What follows belongs to an exercise in optimizing a design on an open flow for small area, a short achievable clock period and few clock cycles per item; a production flow would make more cautious choices. In this exercise RTL edits were held to simulation tests only and were not proved equivalent to the original.

--- run.sh ---
#!/bin/bash
# synth_recipe.tcl (not shown) runs the flow's synth.tcl, then flattens the netlist and writes it again
# the make line also repeats each setting of config.mk as NAME=value (left out here)
make -C /OpenROAD-flow-scripts/flow DESIGN_CONFIG=/design/flow/config.mk WORK_HOME=/design/flow/orfs CLKGATE_MAP_FILE= SYNTH_SCRIPT=/design/flow/synth_recipe.tcl finish
--- design.v ---
package lpl_pkg;
   localparam int SAMPLE_W   = 16;
   localparam int GAIN_W     = 17;
   localparam int COEFF_W    = 16;
   localparam int CSR_IDX_W  = 3;
   localparam int CSR_DATA_W = 17;
   localparam logic [GAIN_W-1:0] GAIN_UNITY      = 17'd65536;
   localparam logic [GAIN_W-1:0] GAIN_NEAR_UNITY = 17'd65471;
   localparam logic [CSR_IDX_W-1:0] CSR_ENABLE    = 3'd0;
   localparam logic [CSR_IDX_W-1:0] CSR_THRESHOLD = 3'd1;
   localparam logic [CSR_IDX_W-1:0] CSR_ATTACK    = 3'd2;
   localparam logic [CSR_IDX_W-1:0] CSR_RELEASE   = 3'd3;
   localparam logic                  RST_ENABLE    = 1'b1;
   localparam logic [GAIN_W-1:0]     RST_THRESHOLD = 17'd65536;
   localparam logic [COEFF_W-1:0]    RST_ATTACK    = 16'd58982;
   localparam logic [COEFF_W-1:0]    RST_RELEASE   = 16'd65529;
endpackage
module lpl_ram #(
   parameter int WIDTH = 16,
   parameter int DEPTH = 64
) (
   input  logic             clock,
   input  logic             wr_en,
   input  logic [WIDTH-1:0] wr_data,
   output logic [WIDTH-1:0] rd_data
);
   logic [DEPTH-1:0][WIDTH-1:0] ring_ff;
   always_ff @(posedge clock) begin
      ring_ff <= {(wr_en ? wr_data : ring_ff[0]), ring_ff[DEPTH-1:1]};
   end
   assign rd_data = ring_ff[0];
endmodule
module lookahead_peak_limiter #(
   parameter int LOOKAHEAD_DEPTH = 64,
   parameter logic [15:0] DIV_CUT = 16'b1010_0010_0010_0010
) (
   input  logic                                  clock,
   input  logic                                  reset,
   input  logic                                  req_valid,
   output logic                                  req_ready,
   input  logic [lpl_pkg::SAMPLE_W:0]            req_data,
   output logic                                  rsp_valid,
   input  logic                                  rsp_ready,
   output logic [lpl_pkg::SAMPLE_W:0]            rsp_data,
   input  logic                                  csr_valid,
   output logic                                  csr_ready,
   input  logic [lpl_pkg::CSR_IDX_W-1:0]         csr_index,
   input  logic [lpl_pkg::CSR_DATA_W-1:0]        csr_wdata
);
   localparam int PTR_W = $clog2(LOOKAHEAD_DEPTH);
   localparam int SIDE_W = 21;    
   logic                                enable_ff;
   logic [lpl_pkg::GAIN_W-1:0]          thr_ff;
   logic [lpl_pkg::COEFF_W-1:0]         attack_ff;
   logic [lpl_pkg::COEFF_W-1:0]         release_ff;
   logic [lpl_pkg::GAIN_W-1:0]          gain_ff;
   logic                                seen_ff;
   logic [PTR_W:0]                      fill_ff;     
   logic [PTR_W-1:0]                    phase_ff;    
   logic                                sc_valid_ff, sc_bypass_ff, sc_active_ff;
   logic signed [lpl_pkg::SAMPLE_W-1:0] sc_old_ff;
   logic                                rsp_valid_ff;
   logic [lpl_pkg::SAMPLE_W:0]          rsp_data_ff;
   logic                                adv;
   logic                                csr_write;
   assign csr_ready = 1'b1;
   assign csr_write = csr_valid;
   assign rsp_valid = rsp_valid_ff;
   assign rsp_data  = rsp_data_ff;
   assign req_ready = adv;
   logic [16:0][15:0]       rem;
   logic [16:0][15:0]       quo;
   logic [16:0][SIDE_W-1:0] side;
   logic [15:0][14:0]       rem_out;
   logic [15:0] x_in, x_mag;
   assign x_in  = req_data[16:1];
   assign x_mag = x_in[15] ? 16'(-x_in) : x_in;
   assign rem[0]  = thr_ff[15:0];
   assign quo[0]  = '0;
   assign side[0] = {req_valid, !enable_ff, req_data[0], x_in[15],
                     ({x_mag, 1'b0} > thr_ff), x_mag};
   for (genvar j = 0; j < 16; j++) begin : g_div
      logic [15:0] mag_j;
      logic        ge_j;
      logic [15:0] diff_j;
      assign mag_j   = side[j][15:0];
      assign ge_j    = (rem[j] >= mag_j);
      assign diff_j  = rem[j] - mag_j;
      assign rem_out[j] = ge_j ? diff_j[14:0] : rem[j][14:0];
      if (DIV_CUT[j]) begin : g_cut
         logic [14:0]       rem_ff;
         logic [15:0]       quo_ff;
         logic [SIDE_W-1:0] side_ff;
         always_ff @(posedge clock) begin
            if (adv) begin
               rem_ff  <= rem_out[j];
               quo_ff  <= (j == 15 && !side[j][16]) ? '0 : {quo[j][14:0], ge_j};
               side_ff <= side[j];
            end
            if (reset) begin
               side_ff[SIDE_W-1] <= 1'b0;
            end else if (adv) begin
               side_ff[SIDE_W-1] <= side[j][SIDE_W-1];
            end
         end
         assign rem[j+1]  = {rem_ff, 1'b0};
         assign quo[j+1]  = quo_ff;
         assign side[j+1] = side_ff;
      end else begin : g_comb
         assign rem[j+1]  = {rem_out[j], 1'b0};
         assign quo[j+1]  = {quo[j][14:0], ge_j};
         assign side[j+1] = side[j];
      end
   end
   logic                         sm_valid, sm_bypass, sm_last, sm_sign, sm_limited;
   logic [15:0]                  sm_mag;
   logic [lpl_pkg::GAIN_W-1:0]   target;
   logic                         falling;
   logic signed [lpl_pkg::GAIN_W:0] gap;
   logic [lpl_pkg::COEFF_W-1:0]  coeff;
   logic signed [34:0]           gap_sum;
   logic [lpl_pkg::GAIN_W-1:0]   glide, gain_new;
   logic [15:0]                  sm_x;
   logic                         ring_ok, ring_wr;
   logic [15:0]                  ring_rd;
   logic                         filled;
   assign {sm_valid, sm_bypass, sm_last, sm_sign, sm_limited, sm_mag} = side[16];
   assign sm_x = sm_sign ? 16'(-sm_mag) : sm_mag;
   assign target    = {!sm_limited, quo[16]};
   assign falling   = (target < gain_ff);
   assign gap       = $signed({1'b0, gain_ff}) - $signed({1'b0, target});
   assign coeff     = falling ? attack_ff : release_ff;
   assign gap_sum   = $signed({1'b0, target, 16'b0}) + gap * $signed({1'b0, coeff}) +
                      $signed({19'b0, {16{!falling}}});
   assign glide     = gap_sum[32:16];
   assign gain_new  = (!falling && glide >= lpl_pkg::GAIN_NEAR_UNITY) ?
                      lpl_pkg::GAIN_UNITY : glide;
   assign filled  = fill_ff[PTR_W];
   assign ring_ok = (fill_ff == '0) || (phase_ff == '0);
   assign ring_wr = adv && sm_valid && !sm_bypass;
   assign adv = (!rsp_valid_ff || rsp_ready) && !(sm_valid && !sm_bypass && !ring_ok);
   lpl_ram #(
      .WIDTH (lpl_pkg::SAMPLE_W),
      .DEPTH (LOOKAHEAD_DEPTH)
   ) u_delay (
      .clock   (clock),
      .wr_en   (ring_wr),
      .wr_data (sm_x),
      .rd_data (ring_rd)
   );
   always_ff @(posedge clock) begin
      if (reset) begin
         enable_ff  <= lpl_pkg::RST_ENABLE;
         thr_ff     <= lpl_pkg::RST_THRESHOLD;
         attack_ff  <= lpl_pkg::RST_ATTACK;
         release_ff <= lpl_pkg::RST_RELEASE;
         gain_ff    <= lpl_pkg::GAIN_UNITY;
         seen_ff    <= 1'b0;
         fill_ff    <= '0;
      end else begin
         if (ring_wr) begin
            gain_ff <= gain_new;
            seen_ff <= sm_last ? 1'b0 : (seen_ff || sm_limited);
            if (!filled) begin
               fill_ff <= fill_ff + 1'b1;
            end
         end
         if (csr_write) begin
            case (csr_index)
               lpl_pkg::CSR_ENABLE: begin
                  enable_ff <= csr_wdata[0];
                  if (!csr_wdata[0]) begin
                     gain_ff <= lpl_pkg::GAIN_UNITY;
                     seen_ff <= 1'b0;
                     fill_ff <= '0;
                  end
               end
               lpl_pkg::CSR_THRESHOLD: thr_ff     <= csr_wdata;
               lpl_pkg::CSR_ATTACK:    attack_ff  <= csr_wdata[lpl_pkg::COEFF_W-1:0];
               lpl_pkg::CSR_RELEASE:   release_ff <= csr_wdata[lpl_pkg::COEFF_W-1:0];
               default: begin
               end
            endcase
         end
      end
   end
   always_ff @(posedge clock) begin
      phase_ff <= ring_wr ? '0 : phase_ff + 1'b1;
   end
   always_ff @(posedge clock) begin
      if (adv) begin
         sc_bypass_ff <= sm_bypass;
         sc_old_ff    <= sm_bypass ? sm_x : (filled ? ring_rd : '0);
         sc_active_ff <= !sm_bypass && sm_last &&
                         (seen_ff || sm_limited || gain_new < lpl_pkg::GAIN_NEAR_UNITY);
      end
      if (reset) begin
         sc_valid_ff <= 1'b0;
      end else if (adv) begin
         sc_valid_ff <= sm_valid;
      end
   end
   logic signed [33:0] scale_prod;
   assign scale_prod = sc_old_ff * $signed({1'b0, gain_ff});
   always_ff @(posedge clock) begin
      if (adv) begin
         rsp_data_ff[16:1] <= (sc_bypass_ff || gain_ff[16]) ? sc_old_ff : scale_prod[31:16];
         rsp_data_ff[0]    <= sc_active_ff;
      end
      if (reset) begin
         rsp_valid_ff <= 1'b0;
      end else if (adv) begin
         rsp_valid_ff <= sc_valid_ff;
      end else if (rsp_ready) begin
         rsp_valid_ff <= 1'b0;
      end
   end
endmodule
--- config.mk ---
export PLATFORM = sky130hd
export DESIGN_NAME = lookahead_peak_limiter
export DESIGN_NICKNAME = lookahead_peak_limiter
export VERILOG_FILES = /design/flow/design.v
export SDC_FILE = /design/flow/constraint.sdc
export NUM_CORES = 4
export LEC_CHECK = 0
export CAP_MARGIN = 20
export CORE_MARGIN = 2
export CORE_UTILIZATION = 40
export SLEW_MARGIN = 20
--- constraint.sdc ---
create_clock -name core_clock -period 8.0 [get_ports {clock}]
set_input_delay 1.6000 -clock core_clock [delete_from_list [all_inputs] [get_ports {clock}]]
set_output_delay 1.6000 -clock core_clock [all_outputs]
set_load 0.01 [all_outputs]
==> flow_summary.json, run 1 <==
{
  "place_inst": 9339,
  "drt-pass1-iter-count": 6,
  "vias": 46702,
  "hold_buffers": 0,
  "drtAntennaViolNets": 0,
  "max-slew-margin-rel_pct": 30.03,
  "worstSkewPairLatency_ns": 0.77,
  "start_util_pct": 40.20,
  "crit_slowest_cell": "o32a_4",
  "final.setup.tns_ns": -36.62,
  "regArea_sq_mm": 0.02956,
  "grtUsageTotal_pct": 19.56,
  "synth_warnings": 2,
  "status": "failed layout checks",
  "final_cells": 9741,
  "place.gp.congestion": 0.9078,
  "fin_nets": 8476,
  "io_buffers": 60,
  "layout-drive-gt1-share_pct": 25.63,
  "grt_pass1_vias": 48362,
  "die_area_sq_mm": 0.1710,
  "syn-num-nets": 7259,
  "hold_path_class": "register to register",
  "multi_input_area_sq_mm": 0.03618,
  "tritoncts": "yes",
  "rows": 150,
  "dp_slack_ns": -0.9277,
  "drc_errors": 0,
  "hold_ws_ns": 0.2962,
  "reg2regPathDepth": 40,
  "max_freq_mhz": 114.9,
  "yosysSeqAreaShare_pct": 44.07,
  "core_area_sq_mm": 0.1668,
  "synth.area.top_cells": "dfxtp_1 (33%), fa_1 (16%), edfxtp_1 (11%), ha_1 (8.9%), inv_1 (4.8%)",
  "worstSetupPathType": "register to register",
  "hold_depth": 0,
  "wl_um": 165600,
  "antenna_found_initial": 6,
  "cts.sinks": 1355,
  "cp.required_ns": 8.50,
  "async_flop_share_pct": 0,
  "synth_cell_types": 93,
  "crit_fanout": 8,
  "final.fill_count": 14525,
  "drt_iter0_drc": 2597,
  "period_share_pct": 108.8,
  "fin_ws_ns": -0.7062,
  "syn_area_sq_mm": 0.06707,
  "synthTopCellsByCount": "dfxtp_1 (1112), inv_1 (857), nand2_1 (588)",
  "crit_path_end_kind": "register",
  "setup_viol": 66,
  "synthCells": 6207,
  "drv_slew": 0,
  "rsz0062_at_grt": "true",
  "post-synth-top-area-cell": "dfxtp_1",
  "wl_per_cell_um": 17.00,
  "dp_hpwl_um": 126700,
  "cp_data_arrival_time_ns": 9.21,
  "max-clock-path-buffers": 3,
  "via_per_inst": 4.794,
  "cts_buffers": 134,
  "fp.dieW_um": 413.5,
  "final.min_clock_period_ns": 8.706,
  "die_h_um": 413.5,
  "syn_to_final_growth_pct": 28.80,
  "hold_viol_final": 0,
  "io_pins": 62,
  "synth_top_area_share_pct": 33.19,
  "drv_cap": 0,
  "path_clk_slew_ns": 0.07,
  "yosys_most_used_dff": "dfxtp_1",
  "finalClockSkew_ns": 0.06434,
  "grt_max_degree": 153,
  "start_kind": "register",
  "cpPeakStageDelay_ns": 0.47,
  "tightest_slew_ns": 1.023,
  "synth_edf_count": 243,
  "overflow": 0,
  "cts.root.buffer_cell": "clkbuf_16",
  "h-tree-depth": 4,
  "failed_checks": "negative setup slack",
  "grt_pass1_wl_um": 262000,
  "synth_most_common_cell": "dfxtp_1",
  "syn_avg_cell_area_sq_um": 10.80,
  "ys_ff_latch": 1355
}
[placed cells by master, fill, tap and decap left out, types with 90 or more instances in the layout]
master     netlist  layout
buf_4            2    1102
o21ai_0        171     133
fa_1           533     518
nor2_1         371     356
xnor2_1        184     180
xor2_1          92      90
inv_1          857     836
clkbuf_16        0     141
a21oi_1        212     179
nand2_1        588     579
and2_1         144     137
edfxtp_1       243     243
dfxtp_1       1112    1108
ha_1           477     406
[worst paths after layout]
kind	start	end	slack, ns
min	u_delay.ring_ff[857]	u_delay.ring_ff[841]	0.30
min reg2reg	u_delay.ring_ff[857]	u_delay.ring_ff[841]	0.30
max reg2reg	g_div[5].g_cut.rem_ff[0]	g_div[9].g_cut.rem_ff[5]	-0.71
max	g_div[5].g_cut.rem_ff[0]	g_div[9].g_cut.rem_ff[5]	-0.71
[cell families after synthesis]
| kind of cell | Yosys count | share of synthesized area [%] |
|---|---|---|
| and+or+nand+nor | 1576 | 11.00 |
| DFF | 1355 | 44.07 |
| buffers and inverters | 1021 | 5.797 |
| adders and majority gates | 1010 | 24.81 |
| AOI/OAI and AO/OA | 782 | 7.642 |
| xor gates and xnor gates | 277 | 3.638 |
| muxes | 185 | 3.037 |
| other | 1 | 0.005592 |
[critical path: cells and delay by family (launching register included)]
kind	cells	cell delay [ns]
compound gates	16	3.58
fa+ha+maj	4	1.07
buf+inv	9	1.09
flops	1	0.41
mux	4	1.24
simple gates	7	1.02
[through the flow]
step                area, sq um  utilization (%)
global placement          78590            47.11
finish                    86380            51.77
detailed placement        78590            47.11
floorplan                 68170                -
CTS                       84860            50.86
global route              86370            51.77
[layout make-up]
cell class                      count  area share, %
Antenna cell                        3       0.008691
Sequential cell                  1355          34.23
Inverter                          857          3.752
Clock buffer                      186          4.393
Clock inverter                     60         0.8923
Multi-Input combinational cell   3832          41.89
Tap cell                         2204          3.192
Timing Repair Buffer             1244          11.65
[timing repair]
action / in CTS / in global routing
pin swaps: 90 / 157
endpoints found under the setup margin: 66 / 82
setup buffers: 83 / 74
gates resized for setup: 184 / 218
gates cloned: 6 / 3
[state kept, by name, indices dropped and copies added (netlist names), 7 cells and up]
| name | flops |
|---|---|
| release_ff | 16 |
| thr_ff | 17 |
| g_div.g_cut.quo_ff | 48 |
| attack_ff | 16 |
| gain_ff | 17 |
| g_div.g_cut.rem_ff | 60 |
| sc_old_ff | 16 |
| fill_ff | 7 |
| rsp_data_ff | 17 |
| g_div.g_cut.side_ff | 105 |
| u_delay.ring_ff | 1024 |
[routing by layer]
layer,routed length [um],GRT usage (%)
met2,79580,33.08
met1,74210,26.08
met5,0,0
met4,4322,5.492
met3,7444,2.753
Testbench counts, summed over its fixed seeds: cycles 12,056, items 12,000.
==> inputs of run 2 (changes only) <==
--- a/design.v
+++ b/design.v
@@ -34,3 +34,3 @@
    parameter int LOOKAHEAD_DEPTH = 64,
-   parameter logic [15:0] DIV_CUT = 16'b1010_0010_0010_0010
+   parameter logic [15:0] DIV_CUT = 16'b1001_0010_0100_1001
 ) (
@@ -114,10 +114,13 @@
    end
-   logic                         sm_valid, sm_bypass, sm_last, sm_sign, sm_limited;
+   logic                         pre_valid, pre_bypass, pre_active;
+   logic [lpl_pkg::GAIN_W-1:0]   pre_target;
+   logic [SIDE_W-1:0]            sm_side_ff;
+   logic [lpl_pkg::GAIN_W-1:0]   sm_target_ff;
+   logic signed [lpl_pkg::GAIN_W:0] sm_gap_ff;
+   logic                         sm_falling_ff;
+   logic [8:0]                   sm_one_ff, sm_two_ff, sm_neg_ff;
+   logic                         sm_valid, sm_bypass, sm_last, sm_sign, sm_limited, sm_active;
    logic [15:0]                  sm_mag;
-   logic [lpl_pkg::GAIN_W-1:0]   target;
-   logic                         falling;
-   logic signed [lpl_pkg::GAIN_W:0] gap;
-   logic [lpl_pkg::COEFF_W-1:0]  coeff;
-   logic signed [34:0]           gap_sum;
    logic [lpl_pkg::GAIN_W-1:0]   glide, gain_new;
+   logic                         near_unity, snap;
    logic [15:0]                  sm_x;
@@ -126,13 +129,96 @@
    logic                         filled;
-   assign {sm_valid, sm_bypass, sm_last, sm_sign, sm_limited, sm_mag} = side[16];
+   assign {pre_valid, pre_bypass} = side[16][SIDE_W-1:SIDE_W-2];
+   assign pre_active = pre_valid && !pre_bypass;
+   assign pre_target = {!side[16][16], quo[16]};
+   assign {sm_valid, sm_bypass, sm_last, sm_sign, sm_limited, sm_mag} = sm_side_ff;
+   assign sm_active = sm_valid && !sm_bypass;
    assign sm_x = sm_sign ? 16'(-sm_mag) : sm_mag;
-   assign target    = {!sm_limited, quo[16]};
-   assign falling   = (target < gain_ff);
-   assign gap       = $signed({1'b0, gain_ff}) - $signed({1'b0, target});
-   assign coeff     = falling ? attack_ff : release_ff;
-   assign gap_sum   = $signed({1'b0, target, 16'b0}) + gap * $signed({1'b0, coeff}) +
-                      $signed({19'b0, {16{!falling}}});
-   assign glide     = gap_sum[32:16];
-   assign gain_new  = (!falling && glide >= lpl_pkg::GAIN_NEAR_UNITY) ?
-                      lpl_pkg::GAIN_UNITY : glide;
+   function automatic logic [26:0] booth_ctl(input logic [15:0] c);
+      logic [18:0] cx;
+      logic [8:0]  one, two, neg;
+      logic        b0, b1, b2;
+      cx = {2'b00, c, 1'b0};
+      for (int i = 0; i < 9; i++) begin
+         b2 = cx[2*i+2];
+         b1 = cx[2*i+1];
+         b0 = cx[2*i];
+         one[i] = b1 ^ b0;
+         two[i] = (b2 & !b1 & !b0) | (!b2 & b1 & b0);
+         neg[i] = b2 & !(b1 & b0);
+      end
+      booth_ctl = {one, two, neg};
+   endfunction
+   function automatic logic [67:0] csa(input logic [33:0] x, input logic [33:0] y,
+                                       input logic [33:0] z);
+      csa = {x ^ y ^ z, ((x & y) | (x & z) | (y & z)) << 1};
+   endfunction
+   localparam logic [33:0] GAP_SIGN_FIX = 34'(-(
+      (36'd1 << 18) + (36'd1 << 20) + (36'd1 << 22) + (36'd1 << 24) + (36'd1 << 26) +
+      (36'd1 << 28) + (36'd1 << 30) + (36'd1 << 32) + (36'd1 << 34)));
+   logic [18:0]      gap_x;
+   logic [8:0][33:0] gap_row;
+   logic [33:0]      gap_extra, gap_base;
+   logic [33:0]      sum_s, sum_c;
+   assign gap_x = {sm_gap_ff[lpl_pkg::GAIN_W], sm_gap_ff};
+   for (genvar i = 0; i < 9; i++) begin : g_gap_pp
+      logic [18:0] sel, row;
+      assign sel = sm_one_ff[i] ? gap_x : (sm_two_ff[i] ? {gap_x[17:0], 1'b0} : '0);
+      assign row = sel ^ {19{sm_neg_ff[i]}};
+      assign gap_row[i] = 34'({!row[18], row[17:0]}) << (2*i);
+   end
+   always_comb begin
+      gap_extra = GAP_SIGN_FIX;
+      for (int i = 0; i < 9; i++) begin
+         gap_extra[2*i] = sm_neg_ff[i];
+      end
+   end
+   assign gap_base = 34'({sm_target_ff, {16{!sm_falling_ff}}});
+   logic [67:0] l1a, l1b, l1c, l2a, l2b, l3a, l3b, l4a, l5a;
+   assign l1a = csa(gap_row[0], gap_row[1], gap_row[2]);
+   assign l1b = csa(gap_row[3], gap_row[4], gap_row[5]);
+   assign l1c = csa(gap_row[6], gap_row[7], gap_row[8]);
+   assign l2a = csa(l1a[67:34], l1a[33:0], l1b[67:34]);
+   assign l2b = csa(l1b[33:0], l1c[67:34], l1c[33:0]);
+   assign l3a = csa(l2a[67:34], l2a[33:0], l2b[67:34]);
+   assign l3b = csa(l2b[33:0], gap_base, gap_extra);
+   assign l4a = csa(l3a[67:34], l3a[33:0], l3b[67:34]);
+   assign l5a = csa(l4a[67:34], l4a[33:0], l3b[33:0]);
+   assign sum_s = l5a[67:34];
+   assign sum_c = l5a[33:0];
+   logic [33:0] sum_v;
+   assign sum_v      = sum_s + sum_c;
+   assign glide      = sum_v[32:16];
+   assign near_unity = (glide >= lpl_pkg::GAIN_NEAR_UNITY);
+   assign snap       = !sm_falling_ff && near_unity;
+   assign gain_new   = snap ? lpl_pkg::GAIN_UNITY : glide;
+   logic [33:0]                     next_v;
+   logic signed [lpl_pkg::GAIN_W:0] gap_loop, gap_snap, gap_idle, gap_next;
+   logic                            fall_loop, fall_snap, fall_idle, fall_next;
+   assign next_v    = sum_s + sum_c - {1'b0, pre_target, 16'b0};
+   assign gap_loop  = next_v[33:16];
+   assign fall_loop = !gap_loop[lpl_pkg::GAIN_W] && (gap_loop != '0);
+   assign gap_snap  = $signed({2'b01, 16'b0}) - $signed({1'b0, pre_target});
+   assign fall_snap = !pre_target[16];
+   assign gap_idle  = $signed({1'b0, gain_ff}) - $signed({1'b0, pre_target});
+   assign fall_idle = (pre_target < gain_ff);
+   assign gap_next  = !sm_active ? gap_idle : (snap ? gap_snap : gap_loop);
+   assign fall_next = !sm_active ? fall_idle : (snap ? fall_snap : fall_loop);
+   logic [26:0] ctl_attack, ctl_release, ctl_next;
+   assign ctl_attack  = booth_ctl(attack_ff);
+   assign ctl_release = booth_ctl(release_ff);
+   assign ctl_next    = fall_next ? ctl_attack : ctl_release;
+   always_ff @(posedge clock) begin
+      if (adv) begin
+         sm_target_ff  <= pre_target;
+         sm_side_ff[SIDE_W-2:0] <= side[16][SIDE_W-2:0];
+         sm_gap_ff     <= gap_next;
+         sm_falling_ff <= fall_next;
+         {sm_one_ff, sm_two_ff, sm_neg_ff} <= ctl_next;
+      end
+      if (reset) begin
+         sm_side_ff[SIDE_W-1] <= 1'b0;
+      end else if (adv) begin
+         sm_side_ff[SIDE_W-1] <= pre_valid;
+      end
+   end
    assign filled  = fill_ff[PTR_W];
@@ -194,3 +280,3 @@
          sc_active_ff <= !sm_bypass && sm_last &&
-                         (seen_ff || sm_limited || gain_new < lpl_pkg::GAIN_NEAR_UNITY);
+                         (seen_ff || sm_limited || !near_unity);
       end
@@ -202,4 +288,33 @@
    end
-   logic signed [33:0] scale_prod;
-   assign scale_prod = sc_old_ff * $signed({1'b0, gain_ff});
+   localparam logic [31:0] SCALE_SIGN_FIX = 32'(-(
+      (34'd1 << 17) + (34'd1 << 19) + (34'd1 << 21) + (34'd1 << 23) +
+      (34'd1 << 25) + (34'd1 << 27) + (34'd1 << 29) + (34'd1 << 31)));
+   logic [17:0]      gain_x;
+   logic [7:0][17:0] scale_row;
+   logic [7:0]       scale_neg;
+   logic [31:0]      scale_prod;
+   assign gain_x = {2'b00, gain_ff[15:0]};
+   for (genvar i = 0; i < 8; i++) begin : g_scale_pp
+      logic b0, b1, b2, one, two;
+      logic [17:0] sel;
+      assign b2 = sc_old_ff[2*i+1];
+      assign b1 = sc_old_ff[2*i];
+      if (i == 0) begin : g_first
+         assign b0 = 1'b0;
+      end else begin : g_next
+         assign b0 = sc_old_ff[2*i-1];
+      end
+      assign one          = b1 ^ b0;
+      assign two          = (b2 & !b1 & !b0) | (!b2 & b1 & b0);
+      assign scale_neg[i] = b2 & !(b1 & b0);
+      assign sel          = one ? gain_x : (two ? {gain_x[16:0], 1'b0} : '0);
+      assign scale_row[i] = sel ^ {18{scale_neg[i]}};
+   end
+   always_comb begin
+      scale_prod = SCALE_SIGN_FIX;
+      for (int i = 0; i < 8; i++) begin
+         scale_prod = scale_prod + (32'({!scale_row[i][17], scale_row[i][16:0]}) << (2*i)) +
+                      (32'(scale_neg[i]) << (2*i));
+      end
+   end
    always_ff @(posedge clock) begin
--- a/config.mk
+++ b/config.mk
@@ -7,5 +7,8 @@
 export LEC_CHECK = 0
+export ABC_AREA = 1
 export CAP_MARGIN = 20
 export CORE_MARGIN = 2
-export CORE_UTILIZATION = 40
+export CORE_UTILIZATION = 55
+export GPL_TIMING_DRIVEN = 0
+export PLACE_DENSITY = 0.65
 export SLEW_MARGIN = 20
==> run 2 against run 1 <==
  * Cell count decreased by 6.9%
  * Register-to-register slack gained 0.68 ns
  * Sequential share of layout area rose by 8.3 points
  * The layout still fails its checks (negative setup slack)
  * Design area decreased by 9.6%
  * Critical path depth shrank 1
  * Setup slack gained 0.68 ns
==> flow_summary.json, run 2 <==
{
  "synth_cell_types": 64,
  "grt_pass1_wl_um": 271400,
  "tightest_slew_ns": 1.125,
  "start_kind": "register",
  "fin_nets": 8091,
  "cts.sinks": 1476,
  "layout_common_cells": "dfxtp_1 (1114), nand2_1 (900), inv_1 (880)",
  "via_per_inst": 5.366,
  "failed_checks": "negative setup slack",
  "path_clk_slew_ns": 0.06,
  "io_pins": 62,
  "setup_viol": 13,
  "antenna_found_initial": 0,
  "synth_top_family_by_area": "adder cells",
  "cp_data_arrival_time_ns": 8.52,
  "utilization_pct": 63.31,
  "regArea_sq_mm": 0.03317,
  "drv_cap": 0,
  "crit_top_cell": "fa_1",
  "synth_warnings": 2,
  "mostFrequentLayoutCell": "dfxtp_1",
  "synth_mux_area_share_pct": 0.08254,
  "drtAntennaViolNets": 0,
  "yosysSeqAreaShare_pct": 48.63,
  "worstReg2RegEnd": "sm_one_ff[6]",
  "overflow": 0,
  "crit_buf_inv": 8,
  "drt_iter0_drc": 3789,
  "cpPeakStageDelay_ns": 0.55,
  "hold_depth": 0,
  "finalClockSkew_ns": 0.07302,
  "h-tree-depth": 4,
  "ys_ff_latch": 1476,
  "tritoncts": "yes",
  "worstSkewPairLatency_ns": 0.79,
  "fp.dieW_um": 356.2,
  "final.fill_count": 10275,
  "rrSetupSlack_ns": -0.02,
  "synth_top_area_share_pct": 32.69,
  "wl_per_cell_um": 19.39,
  "drt-pass1-iter-count": 6,
  "dp_slack_ns": -1.548,
  "crit_slowest_cell": "fa_1",
  "reg2regPathDepth": 39,
  "final.setup.tns_ns": -0.1560,
  "vias": 48658,
  "synthCells": 7009,
  "drv_slew": 0,
  "synth-simple-area-share_pct": 10.32,
  "rsz0062_at_grt": "true",
  "hold_viol_final": 0,
  "core_area_sq_mm": 0.1233,
  "crit_family": "adder cells",
  "io_buffers": 59,
  "synthTopCellsByCount": "dfxtp_1 (1114), nand2_1 (928), inv_1 (922)",
  "synth_edf_count": 362,
  "rows": 129,
  "cts_buffers": 143,
  "async_flop_share_pct": 0,
  "min_to": "u_delay.ring_ff[777]",
  "grt_max_degree": 116,
  "syn_avg_cell_area_sq_um": 9.733,
  "crit_fanout": 10,
  "layout-drive-gt1-share_pct": 9.907,
  "start_util_pct": 55.32,
  "cts.root.buffer_cell": "clkbuf_16",
  "rr_startpoint": "sm_two_ff[1]",
  "fin_ws_ns": -0.02442,
  "multi_input_area_sq_mm": 0.03159,
  "post-synth-top-area-cell": "dfxtp_1",
  "drc_errors": 0,
  "grtUsageTotal_pct": 27.67,
  "max-clock-path-buffers": 3,
  "max-slew-margin-rel_pct": 24.75,
  "final.min_clock_period_ns": 8.024,
  "cp.required_ns": 8.49,
  "die_area_sq_mm": 0.1269,
  "period_share_pct": 100.3,
  "yosys_most_used_dff": "dfxtp_1",
  "syn_area_sq_mm": 0.06822,
  "crit_path_end_kind": "register",
  "dp_hpwl_um": 129900,
  "top_register": "u_delay.ring_ff",
  "synth.area.top_cells": "dfxtp_1 (33%), edfxtp_1 (16%), ha_1 (9.2%), fa_1 (6.9%), xor2_1 (5.6%)",
  "top_regs": "u_delay.ring_ff x1024, g_div.g_cut.side_ff x126, g_div.g_cut.rem_ff x75",
  "synth_fa_ha_area_share_pct": 16.11,
  "wl_um": 175800,
  "syn_to_final_growth_pct": 14.44,
  "syn-num-nets": 7788,
  "worstHoldStart": "u_delay.ring_ff[793]",
  "status": "failed layout checks",
  "worstSetupPathType": "register to register",
  "largest_reg_flops": 1024,
  "synth_most_common_cell": "dfxtp_1",
  "synth_compound_area_share_pct": 11.73,
  "place.gp.congestion": 0.9604,
  "hold_path_class": "register to register",
  "die_h_um": 356.2,
  "grt_pass1_vias": 47281,
  "synthXorXnorAreaFrac_pct": 6.713,
  "max_freq_mhz": 124.6
}
==> run 2: area by class of cell <==
class | instances | share of cell area (%)
clock inverter | 69 | 1.404
inverter | 942 | 4.622
timing repair buffer | 177 | 2.045
clock buffer | 193 | 5.121
tap | 1637 | 2.624
multi-input combinational | 4397 | 40.47
antenna | 1 | 0.003205
buffer | 175 | 1.221
sequential | 1476 | 42.49
==> run 2: cells by family (layout without fill, tap and decap cells) <==
kind of cell | after synthesis | in the layout
xor gates and xnor gates | 522 | 522
buffers and inverters | 1136 | 1556
adders and majority gates | 737 | 737
muxes | 5 | 5
and+or+nand+nor | 1681 | 1681
other | 1 | 2
AOI/OAI and AO/OA | 1451 | 1451
DFF | 1476 | 1476
==> run 2: metrics by stage <==
step / instance area, sq um / hold slack (ns) / instances
floorplan: 68220 / 0.3096 / 7009
global placement: 70860 / 0.3096 / 8705
detailed placement: 70950 / 0.3121 / 8708
CTS: 77080 / 0.2728 / 9017
global route: 78060 / 0.2858 / 9066
finish: 78070 / 0.2726 / 9067
==> run 2: repair_timing <==
item	in CTS	in global routing
buffers inserted	65	47
setup endpoints to repair	47	91
hold buffers	0	0
cloned	1	2
gates resized for setup	204	212
pin swaps	15	71
==> run 2: worst max-delay path by stage <==
stage          cells after the start            to    startpoint
3_5_place_dp                      37  sm_one_ff[3]  sm_gap_ff[8]
5_1_grt                           43  sm_two_ff[6]  sm_gap_ff[0]
3_3_place_gp                       6     req_ready     rsp_ready
4_1_cts                           41  sm_neg_ff[1]  sm_two_ff[3]
2_1_floorplan                     10    fill_ff[5]     rsp_ready
6_report                          39  sm_one_ff[6]  sm_two_ff[1]
==> run 2: routing by layer <==
| layer | track usage, % | routed length (um) |
|---|---|---|
| met5 | 0 | 0 |
| met2 | 45.25 | 81380 |
| met4 | 10.41 | 7029 |
| met1 | 37.27 | 77510 |
| met3 | 4.133 | 9892 |
Testbench counts of run 2, summed over its fixed seeds: cycles 12,072, items 12,000.
==> inputs of run 3 (changes only) <==
--- a/config.mk
+++ b/config.mk
@@ -10,5 +10,3 @@
 export CORE_MARGIN = 2
-export CORE_UTILIZATION = 55
-export GPL_TIMING_DRIVEN = 0
-export PLACE_DENSITY = 0.65
+export CORE_UTILIZATION = 40
 export SLEW_MARGIN = 20
==> run 3 against run 2 <==
  * The run now finishes clean
  * First-iteration DRC count down 0.98%
  * Worst hold slack better by 0.036 ns
  * Core utilization down 16 points
  * Count of clock-buffer cells in the layout up 6
  * Clock skew down 0.027 ns
  * Synthesized area unchanged
==> flow_summary.json, run 3 <==
{
  "status": "complete, no violations",
  "hold_buffers": 0,
  "final.min_clock_period_ns": 7.866,
  "cp_data_arrival_time_ns": 8.41,
  "start_util_pct": 40.25,
  "fin_nets": 8126,
  "grt_pass1_vias": 46877,
  "cp-endpoint": "sm_two_ff[3]",
  "grtUsageTotal_pct": 19.15,
  "crit_family": "adder cells",
  "antenna_found_initial": 9,
  "async_flop_share_pct": 0,
  "final.setup.tns_ns": 0,
  "hold_viol_final": 0,
  "synth_most_common_cell": "dfxtp_1",
  "core_area_sq_mm": 0.1695,
  "synth_cell_types": 64,
  "synth_edf_count": 362,
  "crit_cells": 43,
  "syn_to_final_growth_pct": 16.56,
  "rrSetupSlack_ns": 0.13,
  "crit_top_cell": "nand2_1",
  "die_area_sq_mm": 0.1739,
  "tritoncts": "yes",
  "crit_slowest_cell": "fa_2",
  "synth_top_area_share_pct": 32.69,
  "h-tree-depth": 4,
  "io_buffers": 60,
  "max-slew-margin-rel_pct": 31.28,
  "reg2regPathDepth": 43,
  "yosys_most_used_dff": "dfxtp_1",
  "cpPeakStageDelay_ns": 0.59,
  "tightest_slew_ns": 1.028,
  "max_freq_mhz": 127.1,
  "dp_hpwl_um": 129800,
  "cp.required_ns": 8.55,
  "hold_path_class": "register to register",
  "wl_um": 169200,
  "place_inst": 9385,
  "die_h_um": 417.0,
  "yosysSeqAreaShare_pct": 48.63,
  "syn_avg_cell_area_sq_um": 9.733,
  "rr_startpoint": "sm_one_ff[2]",
  "synthTopCellsByCount": "dfxtp_1 (1114), nand2_1 (928), inv_1 (922)",
  "synthCells": 7009,
  "top_register": "u_delay.ring_ff",
  "drc_errors": 0,
  "synth.area.top_cells": "dfxtp_1 (33%), edfxtp_1 (16%), ha_1 (9.2%), fa_1 (6.9%), xor2_1 (5.6%)",
  "crit_buf_inv": 10,
  "worstSkewPairLatency_ns": 0.80,
  "final_cells": 9686,
  "crit_path_end_kind": "register",
  "mostFrequentLayoutCell": "dfxtp_1",
  "grt_max_degree": 143,
  "max-clock-path-buffers": 3,
  "rsz0062_at_grt": "true",
  "wl_per_cell_um": 17.47,
  "cts.sinks": 1476,
  "fp.dieW_um": 417.0,
  "crit_path_start": "sm_one_ff[2]",
  "grt_pass1_wl_um": 262200,
  "drt_iter0_drc": 3752,
  "drt-pass1-iter-count": 8,
  "syn_area_sq_mm": 0.06822,
  "drtAntennaViolNets": 0,
  "overflow": 0,
  "io_pins": 62,
  "finalClockSkew_ns": 0.04625,
  "worstReg2RegEnd": "sm_two_ff[3]",
  "drv_slew": 0,
  "cts.root.buffer_cell": "clkbuf_16",
  "layout_common_cells": "dfxtp_1 (1114), inv_1 (902), nand2_1 (902)",
  "start_kind": "register",
  "layout-drive-gt1-share_pct": 11.08,
  "period_share_pct": 98.33,
  "cts_buffers": 147,
  "via_per_inst": 4.974,
  "path_clk_slew_ns": 0.06,
  "largest_reg_flops": 1024,
  "syn-num-nets": 7788,
  "setup_viol": 0,
  "worstSetupPathType": "register to register",
  "rows": 151,
  "place.gp.congestion": 0.9153,
  "ys_ff_latch": 1476,
  "vias": 48180,
  "post-synth-top-area-cell": "dfxtp_1",
  "synth_warnings": 2,
  "crit_fanout": 7,
  "drv_cap": 0,
  "top_regs": "u_delay.ring_ff x1024, g_div.g_cut.side_ff x126, g_div.g_cut.rem_ff x75"
}
==> run 3: cell counts after synthesis <==
Identical to the previous run, type by type.
==> run 3: kinds of logic (layout without fill, tap and decap cells) <==
| family | after synthesis | in the layout | synth area share, % |
|---|---|---|---|
| flops | 1476 | 1476 | 48.63 |
| xor+xnor | 522 | 522 | 6.713 |
| fa+ha+maj | 737 | 737 | 16.11 |
| other cells | 1 | 3 | 0.005497 |
| simple gates | 1681 | 1682 | 10.32 |
| buf+inv | 1136 | 1592 | 6.405 |
| mux | 5 | 5 | 0.08253 |
| compound gates | 1451 | 1451 | 11.73 |
==> run 3: cell type report <==
class / count / area (sq um)
diodes: 2 / 5.005
clock buffers: 199 / 4252
clock inverters: 69 / 910.9
fillers: 15710 / 89960
inverters: 942 / 3553
multi-input cells: 4398 / 31480
flip-flops and latches: 1476 / 33170
well taps: 2218 / 2775
repair buffers: 382 / 3371
==> run 3: worst min-delay path by stage <==
stage	start	end	slack [ns]	cells past startpoint
3_5_place_dp	u_delay.ring_ff[236]	u_delay.ring_ff[220]	0.31	0
3_3_place_gp	u_delay.ring_ff[540]	u_delay.ring_ff[524]	0.31	0
4_1_cts	u_delay.ring_ff[226]	u_delay.ring_ff[210]	0.31	0
2_1_floorplan	u_delay.ring_ff[16]	u_delay.ring_ff[0]	0.31	0
5_1_grt	u_delay.ring_ff[1019]	u_delay.ring_ff[1003]	0.31	0
6_report	u_delay.ring_ff[226]	u_delay.ring_ff[210]	0.31	0
==> run 3: stage by stage <==
step / hold slack [ns] / utilization (%) / setup WS (ns) / area, sq um
after floorplan: 0.3096 / - / 0.2440 / 68220
after global placement: 0.3095 / 43.19 / -0.1504 / 73200
after detailed placement: 0.3121 / 43.19 / -0.2238 / 73200
after CTS: 0.3060 / 46.28 / 0.01086 / 78430
after global routing: 0.3104 / 46.92 / -0.2384 / 79510
final: 0.3089 / 46.92 / 0.1339 / 79510
==> run 3: worst reg2reg max path: cells and delay by family, from the launching register on <==
kind                     cells  cell delay (ns)
adder cells (fa/ha/maj)      8             3.36
AND/OR/NAND/NOR             18             1.66
buffers and inverters       10             1.24
AO/OA/AOI/OAI                5             0.62
flip-flops                   1             0.40
XOR/XNOR                     2             0.34
==> run 3: per-layer routing <==
metal	part of all wire [%]	vias to the layer above	global-route usage, %
met5	0.013	-	0
met4	3.3	4	6.700
met3	4.6	274	2.954
met2	46	1098	31.19
met1	46	22946	25.87
li1	-	23858	-
==> run 3: repair_timing <==
action | CTS | global route
resized for setup | 23 | 214
setup buffers | 0 | 25
setup endpoints to repair | 26 | 32
hold endpoints to repair | 0 | 0
pin swaps | 0 | 95
cloned | 1 | 5
==> inputs of run 4 (changes only) <==
--- a/design.v
+++ b/design.v
@@ -187,9 +187,9 @@
    assign sum_c = l5a[33:0];
-   logic [33:0] sum_v;
+   logic [33:0] sum_v, next_v, next_m1, near_v;
    assign sum_v      = sum_s + sum_c;
    assign glide      = sum_v[32:16];
-   assign near_unity = (glide >= lpl_pkg::GAIN_NEAR_UNITY);
+   assign near_v     = sum_s + sum_c - {1'b0, lpl_pkg::GAIN_NEAR_UNITY, 16'b0};
+   assign near_unity = !near_v[33];
    assign snap       = !sm_falling_ff && near_unity;
    assign gain_new   = snap ? lpl_pkg::GAIN_UNITY : glide;
-   logic [33:0]                     next_v;
    logic signed [lpl_pkg::GAIN_W:0] gap_loop, gap_snap, gap_idle, gap_next;
@@ -197,4 +197,5 @@
    assign next_v    = sum_s + sum_c - {1'b0, pre_target, 16'b0};
+   assign next_m1   = sum_s + sum_c + {~{1'b0, pre_target}, 16'b0};
    assign gap_loop  = next_v[33:16];
-   assign fall_loop = !gap_loop[lpl_pkg::GAIN_W] && (gap_loop != '0);
+   assign fall_loop = !next_m1[33];
    assign gap_snap  = $signed({2'b01, 16'b0}) - $signed({1'b0, pre_target});
--- a/config.mk
+++ b/config.mk
@@ -11,2 +11,3 @@
 export CORE_UTILIZATION = 40
+export SETUP_SLACK_MARGIN = 1.0
 export SLEW_MARGIN = 20
==> run 4 against run 3 <==
  * Now fails the layout checks on negative setup slack
  * Global-route usage decreased by 0.19 points
  * Count of clock-buffer cells in the layout increased by 8
  * Synthesized area decreased by 1.9%
  * Clock skew increased by 0.011 ns
  * Die area decreased by 1.9%
  * Via count decreased by 0.77%
  * Sequential share of layout area decreased by 2.6 points
  * Register-to-register slack got worse by 0.18 ns
  * Routed wire length decreased by 1.2%
  * Non-clock buffer count increased by 399
  * First-iteration DRC count decreased by 18%
==> flow_summary.json, run 4 <==
{
  "start_util_pct": 40.17,
  "utilization_pct": 50.84,
  "dp_hpwl_um": 117800,
  "cpPeakStageDelay_ns": 0.55,
  "hold_path_class": "register to register",
  "status": "failed layout checks",
  "syn_area_sq_mm": 0.06694,
  "rows": 150,
  "crit_slowest_cell": "fa_1",
  "io_pins": 62,
  "die_h_um": 413.1,
  "n_antenna_cell": 0,
  "drtAntennaViolNets": 0,
  "failed_checks": "negative setup slack",
  "place.gp.congestion": 0.9154,
  "drc_errors": 0,
  "fin_nets": 8233,
  "synth_top_area_share_pct": 33.31,
  "antenna_found_initial": 2,
  "fp.dieW_um": 413.1,
  "post-synth-top-area-cell": "dfxtp_1",
  "crit_path_start": "sm_gap_ff[12]",
  "grt_pass1_vias": 47216,
  "synth.area.top_cells": "dfxtp_1 (33%), edfxtp_1 (16%), ha_1 (9.6%), fa_1 (7.1%), xor2_1 (5.6%)",
  "final.fill_count": 14670,
  "vias": 47810,
  "use_met2_pct": 30.88,
  "mostFrequentLayoutCell": "dfxtp_1",
  "worstReg2RegEnd": "sm_one_ff[0]",
  "syn_to_final_growth_pct": 26.56,
  "max-slew-margin-rel_pct": 32.76,
  "largest_reg_flops": 1024,
  "rr_startpoint": "sm_gap_ff[12]",
  "crit_path_end_kind": "register",
  "dp_slack_ns": -0.3407,
  "rsz0062_at_grt": "true",
  "hold_depth": 0,
  "place_inst": 9171,
  "drv_slew": 0,
  "fin_ws_ns": -0.04373,
  "cts.root.buffer_cell": "clkbuf_16",
  "rrSetupSlack_ns": -0.04,
  "yosys_most_used_dff": "dfxtp_1",
  "drv_cap": 0,
  "crit_fanout": 5,
  "grt-busiest-layer": "met2",
  "grt_max_degree": 173,
  "worstHoldStart": "u_delay.ring_ff[320]",
  "multi_input_area_sq_mm": 0.03305,
  "hold_viol_final": 0,
  "cp_data_arrival_time_ns": 8.56,
  "period_share_pct": 100.5,
  "max_freq_mhz": 124.3,
  "cts.sinks": 1476,
  "wl_um": 167200,
  "overflow": 0,
  "path_clk_slew_ns": 0.06,
  "drt-pass1-iter-count": 7,
  "cp.required_ns": 8.52,
  "synthTopCellsByCount": "dfxtp_1 (1114), inv_1 (942), nand2_1 (774)",
  "grtUsageMet3_pct": 3.205,
  "wl_per_cell_um": 17.12,
  "hold_ws_ns": 0.2999,
  "met1_usage_pct": 25.91,
  "async_flop_share_pct": 0,
  "synthCells": 6700,
  "cts_buffers": 145,
  "final.min_clock_period_ns": 8.044,
  "core_area_sq_mm": 0.1667,
  "top_register": "u_delay.ring_ff",
  "synth_cell_types": 69,
  "layout_common_cells": "dfxtp_1 (1114), inv_1 (845), nand2_1 (635)",
  "finalClockSkew_ns": 0.05721,
  "min_to": "u_delay.ring_ff[304]",
  "regArea_sq_mm": 0.03317,
  "tightest_slew_ns": 1.006,
  "h-tree-depth": 4,
  "start_kind": "register",
  "hold_buffers": 0,
  "top_regs": "u_delay.ring_ff x1024, g_div.g_cut.side_ff x126, g_div.g_cut.rem_ff x75",
  "grt_pass1_wl_um": 256500,
  "ys_ff_latch": 1476,
  "synth_edf_count": 362,
  "yosysSeqAreaShare_pct": 49.55,
  "layout-drive-gt1-share_pct": 22.87,
  "via_per_inst": 4.897,
  "worstSetupPathType": "register to register",
  "final_cells": 9763,
  "grtUsageTotal_pct": 18.96,
  "tritoncts": "yes",
  "io_buffers": 60,
  "syn-num-nets": 7493,
  "reg2regPathDepth": 38,
  "synth_warnings": 2,
  "die_area_sq_mm": 0.1706,
  "drt_iter0_drc": 3066,
  "synth_most_common_cell": "dfxtp_1",
  "worstSkewPairLatency_ns": 0.82,
  "setup_viol": 11,
  "max-clock-path-buffers": 3,
  "syn_avg_cell_area_sq_um": 9.991
}
[run 4: changes by cell type after synthesis, moves of 11 or more]
| cell | delta |
|---|---|
| a21oi_1 | -30 |
| o21ai_0 | -44 |
| nor3_1 | -13 |
| or2_2 | -20 |
| o21ai_2 | -11 |
| nand2_1 | -154 |
| clkbuf_1 | -14 |
| inv_1 | +20 |
| nand3_1 | -78 |
| nand4_1 | -11 |
| o21ai_1 | +27 |
| ha_1 | +14 |
[run 4: through the flow]
step | TNS [ns] | instance area, sq um
after floorplan | 0 | 67550
after global placement | -8.739 | 73210
after detailed placement | -8.812 | 73210
after CTS | 0 | 81490
after global routing | -13.72 | 84720
final | -0.2655 | 84720
[run 4: timing repair]
item	CTS	global route
resized for setup	405	610
endpoints found under the setup margin	111	122
pin swaps	153	261
buffers inserted	198	108
gates cloned	11	9
[run 4: worst max-delay path by stage]
stage,cells after the start,endpoint
2_1_floorplan,46,sm_gap_ff[16]
3_3_place_gp,36,sm_gap_ff[16]
3_5_place_dp,38,sm_gap_ff[16]
4_1_cts,53,g_div[3].g_cut.rem_ff[10]
5_1_grt,54,g_div[3].g_cut.rem_ff[7]
6_report,38,sm_one_ff[0]
[run 4: final cells by class]
cell class	instances	share of cell area, %
inverter	962	4.349
tap	2204	3.255
timing repair inverter	1	0.005907
multi-input combinational	4073	39.01
sequential	1476	39.15
clock buffer	207	4.933
clock inverter	59	0.9112
timing repair buffer	781	8.385
[run 4: worst max-delay path, delay by kind of cell (launching register included)]
| family | cells | cell delay, ns |
|---|---|---|
| and+or+nand+nor | 7 | 0.75 |
| muxes | 1 | 0.30 |
| adders and majority gates | 7 | 2.98 |
| xor gates and xnor gates | 3 | 0.51 |
| buffers and inverters | 9 | 1.07 |
| AOI/OAI and AO/OA | 11 | 1.57 |
| DFF | 1 | 0.54 |
[run 4: cell families after synthesis]
family                     Yosys count  share of synthesized area (%)
AOI/OAI and AO/OA                 1394                          11.52
xor gates and xnor gates           509                          6.682
adders and majority gates          751                          16.68
buffers and inverters             1153                          6.643
DFF                               1476                          49.55
muxes                               13                         0.2617
other                                1                       0.005602
and+or+nand+nor                   1403                          8.650
[run 4: metal layers]
metal,vias to the layer above,part of all wire [%]
met4,2,2.7
met2,1013,47
met5,-,0.0078
met1,22949,46
li1,23560,-
met3,286,4.5
Testbench counts of run 4, summed over its fixed seeds: cycles 12,072, items 12,000.
==> inputs of run 5 (changes only) <==
--- a/design.v
+++ b/design.v
@@ -34,3 +34,3 @@
    parameter int LOOKAHEAD_DEPTH = 64,
-   parameter logic [15:0] DIV_CUT = 16'b1001_0010_0100_1001
+   parameter logic [15:0] DIV_CUT = 16'b0010_0100_1001_0010
 ) (
@@ -131,3 +131,3 @@
    assign pre_active = pre_valid && !pre_bypass;
-   assign pre_target = {!side[16][16], quo[16]};
+   assign pre_target = side[16][16] ? {1'b0, quo[16]} : lpl_pkg::GAIN_UNITY;
    assign {sm_valid, sm_bypass, sm_last, sm_sign, sm_limited, sm_mag} = sm_side_ff;
@@ -187,6 +187,13 @@
    assign sum_c = l5a[33:0];
+   localparam logic [33:0] NEAR_NEG = 34'(-(36'(lpl_pkg::GAIN_NEAR_UNITY) << 16));
    logic [33:0] sum_v, next_v, next_m1, near_v;
+   logic [33:0] t_inv;
+   logic [67:0] next_cs, m1_cs, near_cs;
+   assign t_inv   = {~{1'b0, pre_target}, 16'b0};
+   assign next_cs = csa(sum_s, sum_c, t_inv | 34'hFFFF);
+   assign m1_cs   = csa(sum_s, sum_c, t_inv);
+   assign near_cs = csa(sum_s, sum_c, NEAR_NEG);
    assign sum_v      = sum_s + sum_c;
    assign glide      = sum_v[32:16];
-   assign near_v     = sum_s + sum_c - {1'b0, lpl_pkg::GAIN_NEAR_UNITY, 16'b0};
+   assign near_v     = near_cs[67:34] + near_cs[33:0];
    assign near_unity = !near_v[33];
@@ -196,4 +203,4 @@
    logic                            fall_loop, fall_snap, fall_idle, fall_next;
-   assign next_v    = sum_s + sum_c - {1'b0, pre_target, 16'b0};
-   assign next_m1   = sum_s + sum_c + {~{1'b0, pre_target}, 16'b0};
+   assign next_v    = next_cs[67:34] + {next_cs[33:1], 1'b1};
+   assign next_m1   = m1_cs[67:34] + m1_cs[33:0];
    assign gap_loop  = next_v[33:16];
--- a/config.mk
+++ b/config.mk
@@ -11,3 +11,4 @@
 export CORE_UTILIZATION = 40
-export SETUP_SLACK_MARGIN = 1.0
+export CTS_CLUSTER_DIAMETER = 100
+export CTS_CLUSTER_SIZE = 20
 export SLEW_MARGIN = 20
==> run 5 against run 4 <==
  * The run now finishes clean
  * Flip-flop and latch count decreased by 32
  * Setup slack better by 0.50 ns
==> flow_summary.json, run 5 <==
{
  "io_pins": 62,
  "period_share_pct": 94.27,
  "hold_buffers": 0,
  "final.min_clock_period_ns": 7.542,
  "cp.required_ns": 8.44,
  "mostFrequentLayoutCell": "nand2_1",
  "crit_top_cell": "inv_1",
  "synth.area.top_cells": "dfxtp_1 (31%), edfxtp_1 (14%), ha_1 (10%), fa_1 (7.9%), nand2_1 (6.0%)",
  "cts.sinks": 1444,
  "fp.dieW_um": 425.0,
  "hold_depth": 0,
  "overflow": 0,
  "final_area_sq_mm": 0.07678,
  "yosysSeqAreaShare_pct": 45.45,
  "max-slew-margin-rel_pct": 32.57,
  "postCtsSetupBuffers": 0,
  "post-synth-top-area-cell": "dfxtp_1",
  "antenna_found_initial": 0,
  "crit_slowest_cell": "fa_1",
  "synth_top_area_share_pct": 31.43,
  "finalClockSkew_ns": 0.05459,
  "n_antenna_cell": 0,
  "largest_reg_flops": 1024,
  "worstSetupPathType": "register to register",
  "max-clock-path-buffers": 3,
  "yosys_most_used_dff": "dfxtp_1",
  "final.setup.tns_ns": 0,
  "top_register": "u_delay.ring_ff",
  "worstSkewPairLatency_ns": 0.76,
  "grt_pass1_vias": 49149,
  "synth_cell_types": 70,
  "layout_common_cells": "nand2_1 (1132), dfxtp_1 (1113), inv_1 (1067)",
  "cts.root.buffer_cell": "clkbuf_16",
  "dp_hpwl_um": 129800,
  "die_h_um": 425.0,
  "rows": 154,
  "drc_errors": 0,
  "rsz0062_at_grt": "false",
  "synth_warnings": 2,
  "drt_iter0_drc": 3926,
  "grt_max_degree": 127,
  "drt-pass1-iter-count": 6,
  "fin_nets": 8435,
  "placed_cell_area_sq_mm": 0.07408,
  "die_area_sq_mm": 0.1806,
  "cp_data_arrival_time_ns": 7.99,
  "layout-drive-gt1-share_pct": 4.296,
  "h-tree-depth": 3,
  "setup_viol": 0,
  "reg2regPathDepth": 28,
  "wl_um": 167500,
  "synthCells": 7527,
  "path_clk_slew_ns": 0.09,
  "top_regs": "u_delay.ring_ff x1024, g_div.g_cut.side_ff x105, g_div.g_cut.rem_ff x75",
  "cpPeakStageDelay_ns": 0.62,
  "synth_edf_count": 331,
  "crit_buf_inv": 7,
  "vias": 49659,
  "start_kind": "register",
  "core_area_sq_mm": 0.1761,
  "cts_resized": 0,
  "synth_most_common_cell": "nand2_1",
  "place.gp.congestion": 0.9470,
  "drv_slew": 0,
  "crit_fanout": 28,
  "async_flop_share_pct": 0,
  "syn_avg_cell_area_sq_um": 9.419,
  "status": "complete, no violations",
  "io_buffers": 60,
  "max_freq_mhz": 132.6,
  "synthTopCellsByCount": "nand2_1 (1132), dfxtp_1 (1113), inv_1 (1068)",
  "syn_area_sq_mm": 0.07090,
  "start_util_pct": 40.26,
  "cts_buffers": 88,
  "crit_cells": 28,
  "grt_pass1_wl_um": 267800,
  "drtAntennaViolNets": 0,
  "hold_viol_final": 0,
  "hold_path_class": "register to register",
  "via_per_inst": 5.001,
  "syn_to_final_growth_pct": 8.298,
  "ys_ff_latch": 1444,
  "tightest_slew_ns": 1.009,
  "grtUsageTotal_pct": 18.60,
  "drv_cap": 0,
  "syn-num-nets": 8415,
  "crit_path_end_kind": "register",
  "wl_per_cell_um": 16.87,
  "crit_family": "adder cells",
  "tritoncts": "yes"
}
==> run 5: cell count changes after synthesis, moves of 34 or more <==
cell | before | now
xnor2_1 | 80 | 122
nand2_1 | 774 | 1132
ha_1 | 515 | 566
nand3_1 | 159 | 347
inv_1 | 942 | 1068
o22ai_1 | 110 | 76
o21ai_0 | 637 | 705
fa_1 | 236 | 280
==> run 5: worst register-to-register path: cells and delay by family (launching register included) <==
family,cells,cell delay [ns]
and+or+nand+nor,7,0.93
xor gates and xnor gates,1,0.19
buffers and inverters,7,0.98
DFF,1,0.42
AOI/OAI and AO/OA,6,1.23
adders and majority gates,7,3.52
==> run 5: cell families (layout without fill, tap and decap cells) <==
logic type / Yosys count / after routing / synth area share, %
simple gates: 1989 / 1989 / 11.95
flops: 1444 / 1444 / 45.45
compound gates: 1432 / 1432 / 11.06
buf+inv: 1285 / 1347 / 7.036
fa+ha+maj: 846 / 846 / 17.89
xor+xnor: 528 / 528 / 6.575
mux: 2 / 2 / 0.03176
other cells: 1 / 1 / 0.005289
==> run 5: path summary, 6_finish.rpt <==
kind / end / slack [ns] / startpoint
setup / recovery: sm_neg_ff[0] / 0.46 / sm_one_ff[7]
hold / removal: u_delay.ring_ff[962] / 0.29 / u_delay.ring_ff[978]
hold reg to reg: u_delay.ring_ff[962] / 0.29 / u_delay.ring_ff[978]
setup reg to reg: sm_neg_ff[0] / 0.46 / sm_one_ff[7]
==> run 5: final cells by class <==
class	count	area, sq um
inverters	1085	4100
multi-input cells	4798	33700
clock inverters	23	392.9
clock buffers	109	2301
flip-flops and latches	1444	32220
well taps	2340	2928
repair buffers	130	1139
fillers	17056	99330
==> run 5: metrics by stage <==
stage	worst slack (ns)	util (%)	cells	hold slack, ns
after floorplan	1.387	-	7527	0.3096
after global placement	-0.1154	42.07	9797	0.3098
after detailed placement	-0.07091	42.07	9797	0.3121
final	0.4581	43.60	9929	0.2864
after CTS	0.5396	43.60	9929	0.2784
after global routing	0.04592	43.60	9929	0.2877
==> run 5: per-layer routing <==
layer / GRT usage [%] / wire (um) / part of all wire [%]
met4: 6.336 / 5648 / 3.4
met5: 0 / 0 / 0
met1: 25.13 / 76860 / 46
met3: 2.161 / 7660 / 4.6
met2: 30.86 / 77290 / 46
Testbench counts of run 5, summed over its fixed seeds: cycles 12,064, items 12,000.
==> inputs of run 6 (changes only) <==
--- a/config.mk
+++ b/config.mk
@@ -11,4 +11,2 @@
 export CORE_UTILIZATION = 40
-export CTS_CLUSTER_DIAMETER = 100
-export CTS_CLUSTER_SIZE = 20
 export SLEW_MARGIN = 20
==> run 6 against run 5 <==
  * Sequential share of layout area shrank 1.4 points
  * Fmax grew 0.47%
  * Critical path type unchanged
==> flow_summary.json, run 6 <==
{
  "status": "complete, no violations",
  "synthTopCellsByCount": "nand2_1 (1132), dfxtp_1 (1113), inv_1 (1068)",
  "synth.area.top_cells": "dfxtp_1 (31%), edfxtp_1 (14%), ha_1 (10%), fa_1 (7.9%), nand2_1 (6.0%)",
  "final.fill_count": 16810,
  "worstSetupPathType": "register to register",
  "crit_top_cell": "inv_1",
  "reg2regPathDepth": 28,
  "max_freq_mhz": 133.2,
  "mostFrequentLayoutCell": "nand2_1",
  "cp_data_arrival_time_ns": 8.01,
  "hold_path_class": "register to register",
  "wl_um": 169700,
  "min_to": "u_delay.ring_ff[784]",
  "synth_top_area_share_pct": 31.43,
  "core_area_sq_mm": 0.1761,
  "n_antenna_cell": 0,
  "postCtsSetupBuffers": 0,
  "worstHoldStart": "u_delay.ring_ff[800]",
  "overflow": 0,
  "io_pins": 62,
  "die_area_sq_mm": 0.1806,
  "crit_slowest_cell": "inv_1",
  "drv_slew": 0,
  "cpPeakStageDelay_ns": 0.64,
  "syn-num-nets": 8415,
  "setup_viol": 0,
  "worstSkewPairLatency_ns": 0.80,
  "place.gp.congestion": 0.9470,
  "drtAntennaViolNets": 0,
  "via_per_inst": 4.975,
  "top_regs": "u_delay.ring_ff x1024, g_div.g_cut.side_ff x105, g_div.g_cut.rem_ff x75",
  "start_util_pct": 40.26,
  "vias": 50069,
  "crit_path_end_kind": "register",
  "path_clk_slew_ns": 0.06,
  "tritoncts": "yes",
  "die_h_um": 425.0,
  "rsz0062_at_grt": "false",
  "wl_per_cell_um": 16.86,
  "max-clock-path-buffers": 3,
  "grtUsageTotal_pct": 18.87,
  "synth_warnings": 2,
  "syn_area_sq_mm": 0.07090,
  "dp_hpwl_um": 129800,
  "layout_common_cells": "nand2_1 (1132), dfxtp_1 (1113), inv_1 (1068)",
  "worstReg2RegEnd": "sm_neg_ff[7]",
  "antenna_found_initial": 1,
  "hold_viol_final": 0,
  "io_buffers": 60,
  "top_register": "u_delay.ring_ff",
  "yosysSeqAreaShare_pct": 45.45,
  "finalClockSkew_ns": 0.08709,
  "drt-pass1-iter-count": 5,
  "crit_fanout": 34,
  "ys_ff_latch": 1444,
  "async_flop_share_pct": 0,
  "cts_buffers": 145,
  "yosys_most_used_dff": "dfxtp_1",
  "synth_edf_count": 331,
  "rrSetupSlack_ns": 0.49,
  "grt_max_degree": 127,
  "crit_family": "adder cells",
  "post-synth-top-area-cell": "dfxtp_1",
  "rr_startpoint": "sm_one_ff[6]",
  "period_share_pct": 93.83,
  "placed_cell_area_sq_mm": 0.07408,
  "synthCells": 7527,
  "start_kind": "register",
  "fp.dieW_um": 425.0,
  "max-slew-margin-rel_pct": 33.46,
  "crit_buf_inv": 7,
  "drc_errors": 0,
  "grt_pass1_vias": 49962,
  "synth_cell_types": 70,
  "rows": 154,
  "largest_reg_flops": 1024,
  "synth_most_common_cell": "nand2_1",
  "hold_buffers": 0,
  "syn_to_final_growth_pct": 12.00,
  "cp.required_ns": 8.50,
  "hold_depth": 0,
  "fin_nets": 8492,
  "h-tree-depth": 4,
  "cts.root.buffer_cell": "clkbuf_16",
  "drv_cap": 0,
  "grt_pass1_wl_um": 271300,
  "drt_iter0_drc": 3725,
  "cts.sinks": 1444,
  "tightest_slew_ns": 0.9957,
  "layout-drive-gt1-share_pct": 5.891,
  "final.min_clock_period_ns": 7.507,
  "syn_avg_cell_area_sq_um": 9.419,
  "final_area_sq_mm": 0.07940
}
## run 6: cell families after synthesis
kind of cell,after synthesis,synth area share [%]
fa+ha+maj,846,17.89
simple gates,1989,11.95
xor+xnor,528,6.575
mux,2,0.03176
flops,1444,45.45
compound gates,1432,11.06
other cells,1,0.005289
buf+inv,1285,7.036
## run 6: layout make-up
type | count | area [sq um] | share of cell area (%)
Multi-Input combinational cell | 4798 | 33700 | 42.44
Tap cell | 2340 | 2928 | 3.687
Timing Repair Buffer | 130 | 1139 | 1.434
Inverter | 1085 | 4096 | 5.159
Sequential cell | 1444 | 32220 | 40.58
Clock buffer | 198 | 4218 | 5.312
Clock inverter | 69 | 1101 | 1.387
## run 6: metrics by stage
step	util (%)	setup TNS [ns]	hold WS (ns)	worst slack, ns	instances
after floorplan	-	0	0.3096	1.387	7527
after global routing	45.09	0	0.2562	0.02913	10064
after global placement	42.07	-0.3031	0.3098	-0.1154	9797
after CTS	45.09	0	0.2532	0.5981	10064
final	45.09	0	0.2519	0.4933	10064
after detailed placement	42.07	-0.1287	0.3121	-0.07091	9797
## run 6: per-layer routing
metal	part of all wire, %	track usage (%)	wire (um)
met5	0	0	0
met4	3.3	6.755	5658
met3	4.8	2.605	8118
met2	46	31.10	78380
met1	46	25.29	77570
## run 6: repair_timing
action / in CTS / in global routing
hold endpoints to repair: 0 / 0
setup endpoints to repair: 0 / 2
resized for setup: 0 / 1
## run 6: worst max-delay path by stage
stage / cells past startpoint / startpoint / endpoint / slack [ns]
2_1_floorplan: 11 / rsp_ready / fill_ff[4] / 1.39
3_3_place_gp: 28 / req_data[1] / g_div[1].g_cut.rem_ff[13] / -0.12
3_5_place_dp: 28 / req_data[1] / g_div[1].g_cut.rem_ff[13] / -0.07
4_1_cts: 28 / sm_one_ff[6] / sm_neg_ff[7] / 0.60
5_1_grt: 30 / sm_one_ff[6] / sm_neg_ff[7] / 0.03
6_report: 28 / sm_one_ff[6] / sm_neg_ff[7] / 0.49

## what the ideal ports hide
The results above use ideal ports. As a check the final layouts listed here were re-extracted and re-timed, cells and wires unchanged. Step 1 sets driving cells, clkbuf_16 on the clock port and buf_2 on the other inputs (assumed; they add their load-dependent delay and slew). Step 2 moves the port delays by t, midway between the first and last clock arrival at a register: inputs arrive t later, outputs are due t later. That takes back most of the time a late clock gives input paths. a / b / c = ideal / step 1 / step 2; a / b = the first two.
run | shift t [ns] | setup slack, ns | hold WS [ns]
run 1 | 0.818 | -0.706 / -0.706 / -0.706 | 0.296 / 0.296 / 0.296
run 2 | 0.833 | -0.024 / -0.024 / -0.024 | 0.273 / 0.273 / 0.273
run 3 | 0.863 | 0.134 / 0.134 / 0.134 | 0.309 / 0.309 / 0.309
run 4 | 0.863 | -0.044 / -0.044 / -0.044 | 0.300 / 0.300 / 0.300
run 5 | 0.808 | 0.458 / 0.458 / 0.320 | 0.286 / 0.286 / 0.286
run 6 | 0.841 | 0.493 / 0.493 / 0.299 | 0.252 / 0.252 / 0.252
For run 6, which loses most, drivers alone change the setup slack by 0.000 ns; drivers and shift together by -0.194 ns.
